This design comes from an exercise in tuning for small area, a short achievable clock period and few clock cycles per item on the open sky130 flow, not from production work.
Where RTL was checked, it was by simulation tests only, not by an equivalence proof against the original.

==> inputs of run a <==
## clock_source_selector_unit
module clock_source_selector_unit (
   input  logic                        clock,
   input  logic                        reset,
   input  logic                        req_valid,
   output logic                        req_stall,
   input  logic                        req_radio_new,
   input  logic [css_pkg::TIME_W-1:0]  req_radio_time,
   input  logic [css_pkg::DATE_W-1:0]  req_radio_date,
   input  logic                        req_rtc_new,
   input  logic [css_pkg::TIME_W-1:0]  req_rtc_time,
   input  logic [css_pkg::DATE_W-1:0]  req_rtc_date,
   input  logic                        req_internal_new,
   input  logic [css_pkg::TIME_W-1:0]  req_internal_time,
   input  logic [css_pkg::DATE_W-1:0]  req_internal_date,
   input  logic                        req_second_tick,
   input  logic                        req_rtc_write_done,
   input  logic                        req_internal_write_ok,
   output logic                        rsp_valid,
   input  logic                        rsp_stall,
   output logic [css_pkg::TIME_W-1:0]  rsp_final_time,
   output logic [css_pkg::DATE_W-1:0]  rsp_final_date,
   output logic                        rsp_final_synced,
   output logic [1:0]                  rsp_final_source,
   output logic                        rsp_rtc_write_req,
   output logic                        rsp_internal_write_req,
   output logic                        rsp_radio_synced,
   output logic                        rsp_rtc_synced,
   output logic                        rsp_internal_synced,
   input  logic                        csr_psel,
   input  logic                        csr_penable,
   input  logic                        csr_pwrite,
   input  logic [css_pkg::CSR_AW-1:0]  csr_paddr,
   input  logic [css_pkg::CSR_DW-1:0]  csr_pwdata,
   output logic [css_pkg::CSR_DW-1:0]  csr_prdata,
   output logic                        csr_pready
);
clock: 9.0 ns
lec_check: 0
cap_margin: 20
core_margin: 2
core_utilization: 40
slew_margin: 20
standard.sh (not shown) runs the stock make flow with config.mk's settings and CLKGATE_MAP_FILE= SYNTH_SCRIPT=/design/flow/synth_recipe.tcl, a recipe that flattens the netlist after the stock synthesis.
==> flow/flow/run.sh <==
#!/bin/bash
# The standard layout, with plain buffers on the ports instead of the delay
# buffers buffer_ports picks by default. Each tool's output goes to its own log.
set -euo pipefail
export BUFFER_PORTS_ARGS="-buffer_cell sky130_fd_sc_hd__buf_1"
bash standard.sh > standard.log 2>&1
==> run b (differences from run a) <==
--- a/flow/design.v
+++ b/flow/design.v
@@ -82,14 +82,16 @@
    logic [TIME_W-1:0]  mid_time;
    logic [DATE_W-1:0]  mid_date;
    logic [1:0]         ch_src_ff, ch_src_in, mid_src;
    logic               rtc_req_ff, int_req_ff;
    logic               fin_set, rtc_pick, int_pick;
    logic               rtc_req, int_req;
    logic               r1;
+   logic               fin_keep, int_keep;
+   logic               int_seen_ff, ch_zero;
    logic               radio_exp, rtc_exp, int_exp, fin_exp;
    function automatic logic carry_out(input logic [TIME_W-1:0] p,
                                       input logic [TIME_W-1:0] q,
                                       input logic              cin);
       logic c;
       c = cin;
       for (int i = 0; i < TIME_W; i++) c = (p[i] & q[i]) | ((p[i] | q[i]) & c);
@@ -146,35 +148,30 @@
          mid_src  = ch_src_ff;
       end
    end
    assign int_req = item.internal_new && (flags_ff[F_FINAL] || fin_set) && mid_src != SRC_INT &&
                     differs(item.internal_time, item.internal_date, mid_time, mid_date,
                             cfg.sync_tolerance_s);
    always_comb begin
-      flags_in = flags_ff;
       if (item.radio_new) begin
          flags_in[F_RADIO] = 1'b1;
          flags_in[F_RTC]   = r1 && !rtc_req;
       end else begin
+         flags_in[F_RADIO] = flags_ff[F_RADIO] && !(item.second_tick && radio_exp);
          flags_in[F_RTC]   = r1 || (item.rtc_new && !flags_ff[F_RADIO]);
       end
-      if (int_req) flags_in[F_INT] = item.internal_write_ok;
-      if (fin_set) flags_in[F_FINAL] = 1'b1;
-      int_pick = 1'b0;
-      if (item.second_tick) begin
-         if (!item.radio_new && radio_exp) flags_in[F_RADIO] = 1'b0;
-         if (!item.rtc_new && rtc_exp) flags_in[F_RTC] = 1'b0;
-         if (!item.internal_new && int_exp) flags_in[F_INT] = 1'b0;
-         if (!fin_set && fin_exp) flags_in[F_FINAL] = 1'b0;
-         if (!flags_in[F_FINAL]) begin
-            int_pick = 1'b1;
-            flags_in[F_FINAL] = flags_in[F_INT];
-         end
-      end
+      if (item.second_tick && !item.rtc_new && rtc_exp) flags_in[F_RTC] = 1'b0;
+      fin_keep = fin_set || (flags_ff[F_FINAL] && !(item.second_tick && fin_exp));
+      int_pick = item.second_tick && !fin_keep;
+      int_keep = flags_ff[F_INT] &&
+                 !(item.second_tick && !item.internal_new && int_exp);
+      flags_in[F_INT]   = int_req ? item.internal_write_ok : int_keep;
+      flags_in[F_FINAL] = int_pick ? flags_in[F_INT] : fin_keep;
    end
+   assign ch_zero = int_pick && !item.internal_new && !int_seen_ff;
    always_comb begin
       if (int_pick) begin
          ch_time_in = int_time_in;
          ch_date_in = int_date_in;
          ch_src_in  = SRC_INT;
       end else begin
          ch_time_in = mid_time;
@@ -184,40 +181,47 @@
    end
    always_ff @(posedge clock) begin
       if (reset) begin
          rtc_age_ff   <= '0;
          flags_ff     <= '0;
          rtc_time_ff  <= '0;
          rtc_date_ff  <= '0;
-         int_time_ff  <= '0;
-         int_date_ff  <= '0;
+         int_seen_ff  <= 1'b0;
          ch_time_ff   <= '0;
          ch_date_ff   <= '0;
          ch_src_ff    <= SRC_NONE;
       end else if (step) begin
          if (item.rtc_new)          rtc_age_ff <= '0;
          else if (item.second_tick && !rtc_age_ff[16]) rtc_age_ff <= rtc_age_ff + 1'b1;
          flags_ff     <= flags_in;
          rtc_time_ff  <= rtc_time_in;
          rtc_date_ff  <= rtc_date_in;
-         int_time_ff  <= int_time_in;
-         int_date_ff  <= int_date_in;
-         ch_time_ff   <= ch_time_in;
-         ch_date_ff   <= ch_date_in;
+         if (item.internal_new) int_seen_ff <= 1'b1;
+         if (ch_zero) begin
+            ch_time_ff <= '0;
+            ch_date_ff <= '0;
+         end else begin
+            ch_time_ff <= ch_time_in;
+            ch_date_ff <= ch_date_in;
+         end
          ch_src_ff    <= ch_src_in;
       end
    end
    always_ff @(posedge clock) begin
       if (step) begin
          if (item.radio_new)        radio_age_ff <= '0;
          else if (item.second_tick) radio_age_ff <= radio_age_ff + 1'b1;
          if (item.internal_new)     int_age_ff <= '0;
          else if (item.second_tick) int_age_ff <= int_age_ff + 1'b1;
          if (fin_set || int_pick)   fin_age_ff <= '0;
          else if (item.second_tick) fin_age_ff <= fin_age_ff + 1'b1;
+         if (item.internal_new) begin
+            int_time_ff <= item.internal_time;
+            int_date_ff <= item.internal_date;
+         end
          rtc_req_ff   <= rtc_req;
          int_req_ff   <= int_req;
       end
    end
    assign result.final_time         = ch_time_ff;
    assign result.final_date         = ch_date_ff;
    assign result.final_synced       = flags_ff[F_FINAL];
SETUP_SLACK_MARGIN = 5   (was not set)
TNS_END_PERCENT = 5   (was not set)
==> run c (differences from run a) <==
--- a/flow/design.v
+++ b/flow/design.v
@@ -68,28 +68,34 @@
    output css_pkg::rsp_item_type result
 );
    localparam int RADIO_AGE_W = 20;
    logic [RADIO_AGE_W-1:0] radio_age_ff;
    logic [16:0]        rtc_age_ff;
    logic [15:0]        int_age_ff;
    logic [15:0]        fin_age_ff;
-   logic [3:0]         flags_ff, flags_in;
+   logic               radio_f_ff, radio_d;
+   logic               d1_ff, d2_ff, d1, d2;
+   logic               rtc_x1_ff, rtc_x0_ff, int_x1_ff, int_x0_ff, fin_x1_ff, fin_x0_ff;
+   logic               rreq_x1_ff, rreq_x0_ff, ireq_x1_ff, ireq_x0_ff;
+   logic               rtc_x1, rtc_x0, int_x1, int_x0, fin_x1, fin_x0;
+   logic               f_radio, f_rtc, f_int, f_fin, rtc_req_q, int_req_q;
+   logic               int_gate;
    logic [TIME_W-1:0]  rtc_time_ff, rtc_time_in;
    logic [DATE_W-1:0]  rtc_date_ff, rtc_date_in;
    logic [TIME_W-1:0]  int_time_ff, int_time_in;
    logic [DATE_W-1:0]  int_date_ff, int_date_in;
    logic [TIME_W-1:0]  ch_time_ff, ch_time_in;
    logic [DATE_W-1:0]  ch_date_ff, ch_date_in;
    logic [TIME_W-1:0]  mid_time;
    logic [DATE_W-1:0]  mid_date;
    logic [1:0]         ch_src_ff, ch_src_in, mid_src;
-   logic               rtc_req_ff, int_req_ff;
    logic               fin_set, rtc_pick, int_pick;
-   logic               rtc_req, int_req;
    logic               r1;
+   logic               fin_keep, int_keep;
+   logic               int_seen_ff, ch_zero;
    logic               radio_exp, rtc_exp, int_exp, fin_exp;
    function automatic logic carry_out(input logic [TIME_W-1:0] p,
                                       input logic [TIME_W-1:0] q,
                                       input logic              cin);
       logic c;
       c = cin;
       for (int i = 0; i < TIME_W; i++) c = (p[i] & q[i]) | ((p[i] | q[i]) & c);
@@ -121,20 +127,23 @@
    assign rtc_exp   = rtc_age_ff[16] || at_least(rtc_age_ff[15:0], cfg.source_timeout_s);
    assign int_exp   = at_least(int_age_ff, cfg.source_timeout_s);
    assign fin_exp   = at_least(fin_age_ff, cfg.source_timeout_s);
    assign rtc_time_in = item.rtc_new ? item.rtc_time : rtc_time_ff;
    assign rtc_date_in = item.rtc_new ? item.rtc_date : rtc_date_ff;
    assign int_time_in = item.internal_new ? item.internal_time : int_time_ff;
    assign int_date_in = item.internal_new ? item.internal_date : int_date_ff;
-   assign r1       = flags_ff[F_RTC] || item.rtc_write_done;
+   assign f_radio   = radio_f_ff;
+   assign f_rtc     = d1_ff ? rtc_x1_ff : rtc_x0_ff;
+   assign f_int     = d2_ff ? int_x1_ff : int_x0_ff;
+   assign f_fin     = d2_ff ? fin_x1_ff : fin_x0_ff;
+   assign rtc_req_q = d1_ff ? rreq_x1_ff : rreq_x0_ff;
+   assign int_req_q = d2_ff ? ireq_x1_ff : ireq_x0_ff;
+   assign r1       = f_rtc || item.rtc_write_done;
    assign rtc_pick = !item.radio_new && item.rtc_new && r1;
    assign fin_set  = item.radio_new || rtc_pick;
-   assign rtc_req  = item.radio_new &&
-                     differs(item.radio_time, item.radio_date, rtc_time_in, rtc_date_in,
-                             cfg.sync_tolerance_s);
    always_comb begin
       if (item.radio_new) begin
          mid_time = item.radio_time;
          mid_date = item.radio_date;
          mid_src  = SRC_RADIO;
       end else if (rtc_pick) begin
          mid_time = item.rtc_time;
@@ -142,95 +151,138 @@
          mid_src  = SRC_RTC;
       end else begin
          mid_time = ch_time_ff;
          mid_date = ch_date_ff;
          mid_src  = ch_src_ff;
       end
    end
-   assign int_req = item.internal_new && (flags_ff[F_FINAL] || fin_set) && mid_src != SRC_INT &&
-                    differs(item.internal_time, item.internal_date, mid_time, mid_date,
-                            cfg.sync_tolerance_s);
+   assign d1 = differs(item.radio_time, item.radio_date, rtc_time_in, rtc_date_in,
+                       cfg.sync_tolerance_s);
+   assign d2 = differs(item.internal_time, item.internal_date, mid_time, mid_date,
+                       cfg.sync_tolerance_s);
+   assign int_gate = item.internal_new && (f_fin || fin_set) && mid_src != SRC_INT;
    always_comb begin
-      flags_in = flags_ff;
-      if (item.radio_new) begin
-         flags_in[F_RADIO] = 1'b1;
-         flags_in[F_RTC]   = r1 && !rtc_req;
-      end else begin
-         flags_in[F_RTC]   = r1 || (item.rtc_new && !flags_ff[F_RADIO]);
-      end
-      if (int_req) flags_in[F_INT] = item.internal_write_ok;
-      if (fin_set) flags_in[F_FINAL] = 1'b1;
-      int_pick = 1'b0;
-      if (item.second_tick) begin
-         if (!item.radio_new && radio_exp) flags_in[F_RADIO] = 1'b0;
-         if (!item.rtc_new && rtc_exp) flags_in[F_RTC] = 1'b0;
-         if (!item.internal_new && int_exp) flags_in[F_INT] = 1'b0;
-         if (!fin_set && fin_exp) flags_in[F_FINAL] = 1'b0;
-         if (!flags_in[F_FINAL]) begin
-            int_pick = 1'b1;
-            flags_in[F_FINAL] = flags_in[F_INT];
-         end
-      end
+      fin_keep = fin_set || (f_fin && !(item.second_tick && fin_exp));
+      int_pick = item.second_tick && !fin_keep;
+      int_keep = f_int && !(item.second_tick && !item.internal_new && int_exp);
+      radio_d = item.radio_new || (f_radio && !(item.second_tick && radio_exp));
+      rtc_x1 = !item.radio_new && (r1 || (item.rtc_new && !f_radio));
+      rtc_x0 = r1 || (!item.radio_new && item.rtc_new && !f_radio);
+      if (item.second_tick && !item.rtc_new && rtc_exp) begin
+         rtc_x1 = 1'b0;
+         rtc_x0 = 1'b0;
+      end
+      int_x0 = int_keep;
+      int_x1 = int_gate ? item.internal_write_ok : int_keep;
+      fin_x0 = int_pick ? int_x0 : fin_keep;
+      fin_x1 = int_pick ? int_x1 : fin_keep;
    end
+   assign ch_zero = int_pick && !item.internal_new && !int_seen_ff;
    always_comb begin
       if (int_pick) begin
          ch_time_in = int_time_in;
          ch_date_in = int_date_in;
          ch_src_in  = SRC_INT;
       end else begin
          ch_time_in = mid_time;
          ch_date_in = mid_date;
          ch_src_in  = mid_src;
       end
    end
    always_ff @(posedge clock) begin
+      d1_ff <= d1;
+      d2_ff <= d2;
+   end
+   always_ff @(posedge clock) begin
+      if (reset) begin
+         radio_f_ff <= 1'b0;
+         rtc_x1_ff  <= 1'b0;
+         rtc_x0_ff  <= 1'b0;
+         int_x1_ff  <= 1'b0;
+         int_x0_ff  <= 1'b0;
+         fin_x1_ff  <= 1'b0;
+         fin_x0_ff  <= 1'b0;
+      end else if (step) begin
+         radio_f_ff <= radio_d;
+         rtc_x1_ff  <= rtc_x1;
+         rtc_x0_ff  <= rtc_x0;
+         int_x1_ff  <= int_x1;
+         int_x0_ff  <= int_x0;
+         fin_x1_ff  <= fin_x1;
+         fin_x0_ff  <= fin_x0;
+      end else begin
+         rtc_x1_ff  <= f_rtc;
+         rtc_x0_ff  <= f_rtc;
+         int_x1_ff  <= f_int;
+         int_x0_ff  <= f_int;
+         fin_x1_ff  <= f_fin;
+         fin_x0_ff  <= f_fin;
+      end
+   end
+   always_ff @(posedge clock) begin
+      if (step) begin
+         rreq_x1_ff <= item.radio_new;
+         rreq_x0_ff <= 1'b0;
+         ireq_x1_ff <= int_gate;
+         ireq_x0_ff <= 1'b0;
+      end else begin
+         rreq_x1_ff <= rtc_req_q;
+         rreq_x0_ff <= rtc_req_q;
+         ireq_x1_ff <= int_req_q;
+         ireq_x0_ff <= int_req_q;
+      end
+   end
+   always_ff @(posedge clock) begin
       if (reset) begin
          rtc_age_ff   <= '0;
-         flags_ff     <= '0;
          rtc_time_ff  <= '0;
          rtc_date_ff  <= '0;
-         int_time_ff  <= '0;
-         int_date_ff  <= '0;
+         int_seen_ff  <= 1'b0;
          ch_time_ff   <= '0;
          ch_date_ff   <= '0;
          ch_src_ff    <= SRC_NONE;
       end else if (step) begin
          if (item.rtc_new)          rtc_age_ff <= '0;
          else if (item.second_tick && !rtc_age_ff[16]) rtc_age_ff <= rtc_age_ff + 1'b1;
-         flags_ff     <= flags_in;
          rtc_time_ff  <= rtc_time_in;
          rtc_date_ff  <= rtc_date_in;
-         int_time_ff  <= int_time_in;
-         int_date_ff  <= int_date_in;
-         ch_time_ff   <= ch_time_in;
-         ch_date_ff   <= ch_date_in;
+         if (item.internal_new) int_seen_ff <= 1'b1;
+         if (ch_zero) begin
+            ch_time_ff <= '0;
+            ch_date_ff <= '0;
+         end else begin
+            ch_time_ff <= ch_time_in;
+            ch_date_ff <= ch_date_in;
+         end
          ch_src_ff    <= ch_src_in;
       end
    end
    always_ff @(posedge clock) begin
       if (step) begin
          if (item.radio_new)        radio_age_ff <= '0;
          else if (item.second_tick) radio_age_ff <= radio_age_ff + 1'b1;
          if (item.internal_new)     int_age_ff <= '0;
          else if (item.second_tick) int_age_ff <= int_age_ff + 1'b1;
          if (fin_set || int_pick)   fin_age_ff <= '0;
          else if (item.second_tick) fin_age_ff <= fin_age_ff + 1'b1;
-         rtc_req_ff   <= rtc_req;
-         int_req_ff   <= int_req;
+         if (item.internal_new) begin
+            int_time_ff <= item.internal_time;
+            int_date_ff <= item.internal_date;
+         end
       end
    end
    assign result.final_time         = ch_time_ff;
    assign result.final_date         = ch_date_ff;
-   assign result.final_synced       = flags_ff[F_FINAL];
+   assign result.final_synced       = f_fin;
    assign result.final_source       = css_pkg::src_type'(ch_src_ff);
-   assign result.rtc_write_req      = rtc_req_ff;
-   assign result.internal_write_req = int_req_ff;
-   assign result.radio_synced       = flags_ff[F_RADIO];
-   assign result.rtc_synced         = flags_ff[F_RTC];
-   assign result.internal_synced    = flags_ff[F_INT];
+   assign result.rtc_write_req      = rtc_req_q;
+   assign result.internal_write_req = int_req_q;
+   assign result.radio_synced       = f_radio;
+   assign result.rtc_synced         = f_rtc;
+   assign result.internal_synced    = f_int;
 endmodule
 `timescale 1ns / 1ps
 import css_pkg::*;
 module clock_source_selector_unit (
    input  logic                        clock,
    input  logic                        reset,
    input  logic                        req_valid,
ABC_AREA = 1   (was not set)
SETUP_SLACK_MARGIN = 5   (was not set)
==> flow_summary.json <==
{
  "final.period_utilization_pct": 64.1,
  "status": "complete, no violations",
  "worst-path-buf-inv": 2,
  "synth_top_area_share_pct": 24.1,
  "r2r_end": "u_core.flags_ff[2]",
  "wl_met3_um": 3070,
  "fillers": 4223,
  "fin_area_um2": 19300,
  "synth-simple-area-share_pct": 19.1,
  "wl_met1_um": 24700,
  "whs_ns": 0.453,
  "clkLatencyLatePin_ns": 0.59,
  "pre_cts_slack_ns": 2.74
}
# the run above: run a

==> flow_summary.json <==
{
  "wl_met1_um": 23600,
  "fin_area_um2": 20200,
  "synth_top_area_share_pct": 20.8,
  "final.period_utilization_pct": 46.3,
  "clkLatencyLatePin_ns": 0.56,
  "fillers": 4200,
  "whs_ns": 0.476,
  "pre_cts_slack_ns": 3.08,
  "synth-simple-area-share_pct": 22.5,
  "wl_met3_um": 5100,
  "status": "complete, no violations"
}
# the run above: run c

==> flow_summary.json <==
{
  "status": "complete, no violations",
  "pre_cts_slack_ns": 2.36,
  "final.period_utilization_pct": 52.3,
  "start_kind": "input pin",
  "die_h_um": 210,
  "multi_input_area_share_pct": 50.9,
  "r2r_end": "u_core.flags_ff[3]",
  "clkLatencyLatePin_ns": 0.60,
  "synth_fa_ha_area_share_pct": 10.9,
  "whs_ns": 0.455,
  "synth_top_area_share_pct": 19.9,
  "fin_area_um2": 19900,
  "seq_power_share_pct": 41.7,
  "wl_met3_um": 4320,
  "synth-simple-area-share_pct": 17.8,
  "skew_ns": 0.0173,
  "clkbuf_count": 49,
  "cts.sinks": 260,
  "gr-max-usage-layer": "met2",
  "worst-path-buf-inv": 5,
  "fillers": 4123,
  "wl_met1_um": 23900
}
# the run above: run b

Testbench counts of run a, summed over its fixed seeds: cycles 12,008, items 12,000.
Testbench counts of run b, summed over its fixed seeds: cycles 12,008, items 12,000.
Function not checked in run c: the RTL went through the layout flow alone.

==> static timing again, ports no longer ideal <==
In the flow no input, the clock included, has a driving cell. The finished layouts below were timed again as built, in two steps. Step 1 assumes that a clkbuf_16 drives the clock port and a buf_2 every other input. Step 2 adds t to the input delays and takes it off the output delays; t is the mean of the earliest and latest rising clock arrival at the registers after step 1. Input paths then give back, and output paths get back, about the clock's delay inside the block. Slacks: ideal ports / drivers / drivers and shift; pairs: ideal ports / drivers.
| run | t, ns | slack for setup (ns) | worst setup path after step 2 |
|---|---|---|---|
| run a | 0.633 | 3.228 / 3.240 / 2.607 | input to register |
| run b | 0.644 | 4.293 / 4.297 / 3.653 | input to register |
| run c | 0.608 | 4.834 / 4.852 / 4.244 | input to register |
After both steps setup and hold are still met in every run listed. The setup slack of run b, which loses most, moves by +0.004 ns with the drivers and by -0.640 ns with both steps.
